This is an optimization exercise on Yosys and OpenROAD, whose aim is small area, not a production implementation. Function was checked by simulation only, so behaviour that the tests miss may differ from the original. No activity file was given, so power comes from the tool's default toggle rates.

==> flow/design.v <==
module pio_machine (
  input  logic        clk,
  input  logic        reset,
  input  logic        en,
  input  logic [15:0] instr,
  input  logic [31:0] input_pins,
  input  logic [4:0]  wrap_target,
  input  logic [4:0]  wrap_top,
  input  logic [4:0]  jmp_pin,
  input  logic [4:0]  pins_in_base,
  input  logic [4:0]  pins_out_base,
  input  logic [4:0]  pins_set_base,
  input  logic [5:0]  pins_out_count,
  input  logic [2:0]  pins_set_count,
  input  logic        auto_push,
  input  logic        auto_pull,
  input  logic [4:0]  isr_threshold,
  input  logic [4:0]  osr_threshold,
  input  logic        in_shift_dir,
  input  logic        out_shift_dir,
  input  logic [31:0] tx_data,
  input  logic        tx_empty,
  input  logic        rx_full,
  output logic [4:0]  pc,
  output logic [31:0] output_pins,
  output logic [31:0] pin_directions,
  output logic        push,
  output logic        pull,
  output logic        stalled,
  output logic [31:0] rx_data
);
  function automatic [31:0] rotl(input [31:0] w, input [4:0] n);
    reg [31:0] r;
    integer k;
    begin
      r = w;
      for (k = 0; k < 5; k = k + 1)
        if (n[k]) r = (r << (1 << k)) | (r >> (32 - (1 << k)));
      rotl = r;
    end
  endfunction
  logic [31:0] x, y, isr, osr;
  logic [5:0]  isr_cnt, osr_cnt;
  logic [2:0]  op, a;
  logic [4:0]  b;
  logic        is_jmp, is_wait, is_in, is_out, is_pp, is_set;
  assign op = instr[15:13];
  assign a  = instr[7:5];
  assign b  = instr[4:0];
  assign is_jmp  = (op == 3'd0);
  assign is_wait = (op == 3'd1);
  assign is_in   = (op == 3'd2);
  assign is_out  = (op == 3'd3);
  assign is_pp   = (op == 3'd4);
  assign is_set  = (op == 3'd7);
  logic isr_ge, osr_ge;
  assign isr_ge = isr_cnt[5] | ((isr_threshold != 5'd0) && (isr_cnt[4:0] >= isr_threshold));
  assign osr_ge = osr_cnt[5] | ((osr_threshold != 5'd0) && (osr_cnt[4:0] >= osr_threshold));
  logic        ysel;
  logic [31:0] xy, dec;
  logic        xy_zero;
  assign ysel    = is_jmp ? (a == 3'd3 || a == 3'd4) : a[1];
  assign xy      = ysel ? y : x;
  assign xy_zero = (xy == 32'd0);
  assign dec     = xy - 32'd1;
  logic in_valid, in_full, in_stall, in_push, in_shift;
  assign in_valid = is_in & ~a[2];
  assign in_full  = in_valid & auto_push & isr_ge;
  assign in_stall = in_full & rx_full;
  assign in_push  = in_full & ~rx_full;
  assign in_shift = in_valid & ~in_stall;
  logic out_empty, out_stall, out_shift, out_dst_ok;
  assign out_empty  = auto_pull & osr_ge;
  assign out_dst_ok = (a <= 3'd4);
  assign out_stall  = is_out & out_empty;
  assign out_shift  = is_out & ~out_empty & out_dst_ok;
  logic pp_push, pp_stall, pp_pull, pp_load;
  assign pp_push  = is_pp & ~a[2] & ~(a[0] & rx_full);
  assign pp_pull  = is_pp & a[2] & ~tx_empty;
  assign pp_load  = is_pp & a[2] & (~tx_empty | ~a[0]);
  assign pp_stall = is_pp & (a[2] ? (tx_empty & a[0]) : (a[0] & rx_full));
  logic [4:0] pin_idx;
  logic       pin_bit;
  assign pin_idx = is_jmp ? jmp_pin : ((a[0] ? pins_in_base : 5'd0) + b);
  assign pin_bit = input_pins[pin_idx];
  logic [31:0] lm, hm;
  always_comb begin
    for (int i = 0; i < 32; i++) begin
      lm[i]      = (b == 5'd0) || (i < b);
      hm[31 - i] = lm[i];
    end
  end
  logic in_right, out_left, pin_dst;
  assign in_right = in_shift_dir;
  assign out_left = ~out_shift_dir;
  assign pin_dst  = (a == 3'd0) || (a == 3'd4);
  logic [31:0] msk;
  assign msk = (is_in ? in_right : ~out_left) ? hm : lm;
  logic [31:0] rb_in, rb;
  logic [4:0]  amt_b;
  assign rb_in = is_in ? ((reset | in_push) ? 32'd0 : isr) : (reset ? 32'd0 : osr);
  assign amt_b = (is_in ? in_right : ~out_left) ? 5'd0 - b : b;
  assign rb    = rotl(rb_in, amt_b);
  logic        ra_pins, ra_xy, ra_out, ra_set;
  logic [31:0] out_bits, ra_in, ra;
  logic [4:0]  amt_a;
  assign out_bits = rb & msk;
  assign ra_pins = ~reset & is_in & (a[1:0] == 2'd0);
  assign ra_xy   = ~reset & is_in & (a[1] ^ a[0]);
  assign ra_out  = ~reset & is_out;
  assign ra_set  = ~reset & is_set;
  assign ra_in = ({32{ra_pins}} & input_pins) | ({32{ra_xy}} & xy) |
                 ({32{ra_out}} & out_bits) | {27'd0, {5{ra_set}} & b};
  always_comb begin
    case (op)
      3'd2:    amt_a = 5'd0 - ((a[1:0] == 2'd0 ? pins_in_base : 5'd0) + (in_right ? b : 5'd0));
      3'd3:    amt_a = (pin_dst ? pins_out_base : 5'd0) + (out_left ? 5'd0 : b);
      default: amt_a = pin_dst ? pins_set_base : 5'd0;
    endcase
  end
  assign ra = rotl(ra_in, amt_a);
  logic [31:0] m_in, isr_d;
  assign m_in  = is_in ? msk : 32'hffffffff;
  assign isr_d = (rb & ~m_in) | (ra & m_in);
  logic [4:0]  wb;
  logic [5:0]  wc, we_end;
  logic [31:0] win;
  assign wb     = is_out ? pins_out_base : pins_set_base;
  assign wc     = is_out ? pins_out_count : {3'd0, pins_set_count};
  assign we_end = {1'b0, wb} + {1'b0, wc[4:0]};
  always_comb begin
    for (int j = 0; j < 32; j++) begin
      if (wc[5])
        win[j] = 1'b1;
      else if (we_end[5])
        win[j] = (j >= wb) || (j < we_end[4:0]);
      else
        win[j] = (j >= wb) && (j < we_end[4:0]);
    end
  end
  logic jump;
  always_comb begin
    case (a)
      3'd0: jump = 1'b1;
      3'd1: jump = xy_zero;
      3'd2: jump = ~xy_zero;
      3'd3: jump = xy_zero;
      3'd4: jump = ~xy_zero;
      3'd5: jump = (x != y);
      3'd6: jump = pin_bit;
      default: jump = ~osr_ge;
    endcase
  end
  logic wait_stall;
  assign wait_stall = is_wait & ~a[1] & (pin_bit != a[2]);
  assign stalled = en & (wait_stall | in_stall | out_stall | pp_stall);
  assign push    = en & (in_push | pp_push);
  assign pull    = en & (pp_pull | (out_stall & ~tx_empty));
  assign rx_data = isr;
  logic act;
  assign act = en & ~reset;
  logic pins_we, dirs_we, x_we, y_we, isr_we, osr_we, osr_ld;
  logic out_wr, set_wr;
  assign out_wr  = act & out_shift;
  assign set_wr  = act & is_set;
  assign pins_we = reset | ((out_wr | set_wr) & (a == 3'd0));
  assign dirs_we = reset | ((out_wr | set_wr) & (a == 3'd4));
  assign x_we    = reset | ((out_wr | set_wr) & (a == 3'd1)) |
                   (act & is_jmp & (a == 3'd2) & ~xy_zero);
  assign y_we    = reset | ((out_wr | set_wr) & (a == 3'd2)) |
                   (act & is_jmp & (a == 3'd4) & ~xy_zero);
  assign isr_we  = reset | (act & (in_shift | pp_push));
  assign osr_ld  = act & (pp_load | (out_stall & ~tx_empty));
  assign osr_we  = reset | osr_ld | out_wr;
  logic [31:0] xy_d, osr_d;
  assign xy_d  = (is_jmp & ~reset) ? dec : ra;
  assign osr_d = osr_ld ? (tx_empty ? x : tx_data) : (rb & ~msk);
  logic [5:0] cnt_base, cnt_sat;
  logic [6:0] cnt_sum;
  assign cnt_base = is_in ? (in_push ? 6'd0 : isr_cnt) : osr_cnt;
  assign cnt_sum  = {1'b0, cnt_base} + ((b == 5'd0) ? 7'd32 : {2'd0, b});
  assign cnt_sat  = (cnt_sum >= 7'd32) ? 6'd32 : cnt_sum[5:0];
  logic [4:0] seq_pc;
  assign seq_pc = (pc == wrap_top) ? wrap_target : pc + 5'd1;
  always_ff @(posedge clk) begin
    if (reset)
      pc <= 5'd0;
    else if (en & ~stalled)
      pc <= (is_jmp & jump) ? b : seq_pc;
    for (int j = 0; j < 32; j++) begin
      if (pins_we & (reset | win[j])) output_pins[j] <= ra[j];
      if (dirs_we & (reset | win[j])) pin_directions[j] <= ra[j];
    end
    if (x_we) x <= xy_d;
    if (y_we) y <= xy_d;
    if (isr_we) isr <= isr_d;
    if (osr_we) osr <= osr_d;
    if (reset)
      isr_cnt <= 6'd0;
    else if (act & in_shift)
      isr_cnt <= cnt_sat;
    else if (act & pp_push)
      isr_cnt <= 6'd0;
    if (reset)
      osr_cnt <= 6'd32;
    else if (osr_ld)
      osr_cnt <= 6'd0;
    else if (out_wr)
      osr_cnt <= cnt_sat;
  end
endmodule
clock: 9.0 ns
lec_check: 0
cap_margin: 20
core_margin: 2
core_utilization: 40
slew_margin: 20
standard.sh (not shown) runs the stock make flow with config.mk's settings and CLKGATE_MAP_FILE= SYNTH_SCRIPT=/design/flow/synth_recipe.tcl, a recipe that flattens the netlist after the stock synthesis.
==> flow/flow/run.sh <==
#!/bin/bash
# Layout flow: the standard flow (standard.sh) with these changes:
#  - synthesis maps the logic with an area-oriented ABC script (flow/area.abc);
#    everything else in synthesis, including register mapping, is the standard flow's own
#    script (synth_recipe.tcl), so the registers are the standard synthesis's;
#  - port buffers are the smallest buffer cell;
#  - the clock tree uses small clock buffers and no dummy loads;
#  - after global routing, gates off the critical paths are downsized
#    (RECOVER_POWER).
set -euo pipefail
HERE=$PWD
{
  head -n 1 synth_recipe.tcl
  cat <<EOF
proc abc {args} {
  set i [lsearch -exact \$args -script]
  if {\$i >= 0} { lset args [expr {\$i + 1}] $HERE/flow/area.abc }
  yosys abc {*}\$args
}
EOF
  tail -n +2 synth_recipe.tcl
} > area_synth.tcl
bash standard.sh SYNTH_SCRIPT=$HERE/area_synth.tcl \
  "BUFFER_PORTS_ARGS=-buffer_cell sky130_fd_sc_hd__buf_1" \
  "CTS_ARGS=-sink_clustering_enable -repair_clock_nets -buf_list {sky130_fd_sc_hd__clkbuf_4 sky130_fd_sc_hd__clkbuf_8} -dont_use_dummy_load" \
  RECOVER_POWER=100 \
  finish > standard_flow.log 2>&1
==> flow/flow/area.abc <==
strash
dch -f
amap -m
topo
stime -c
The baseline ran to the end with violations: capacitance limit, slew limit.
Edit:
--- a/flow/flow/run.sh
+++ b/flow/flow/run.sh
@@ -7,3 +7 @@
-#  - the clock tree uses small clock buffers and no dummy loads;
-#  - after global routing, gates off the critical paths are downsized
-#    (RECOVER_POWER).
+#  - the clock tree uses small clock buffers and no dummy loads.
@@ -26 +23,0 @@
-  RECOVER_POWER=100 \
What happened: The changed run finished with timing, DRC and antenna clean; utilization rose by 0.38 points; final area rose by 0.81%; combinational power barely changes; via count fell by about 0.33%; final cell count stays the same; worst setup slack improves by 300 ps.

[port drivers added, routing unchanged]
Ports are ideal in the flow. The routed layouts listed here were re-timed in OpenROAD.
Step 1 assumes that a clkbuf_16 drives the clock port and a buf_2 every other input.
Step 2 also shifts input and output timing later by t, the mid clock arrival at the registers, as if the neighbouring blocks saw the same clock.
Slacks: ideal / step 1 / step 2; pairs: ideal / step 1.
| run | t, ns | slack for setup (ns) | worst data-port slew with drivers (ns) |
|---|---|---|---|
| the first run | 0.636 | 0.441 / 0.475 / -0.161 | 0.10 |
| the second run | 0.635 | 0.738 / 0.772 / 0.137 | 0.09 |
For the first run, which loses most, drivers alone change the setup slack by +0.034 ns; drivers and shift together by -0.602 ns.
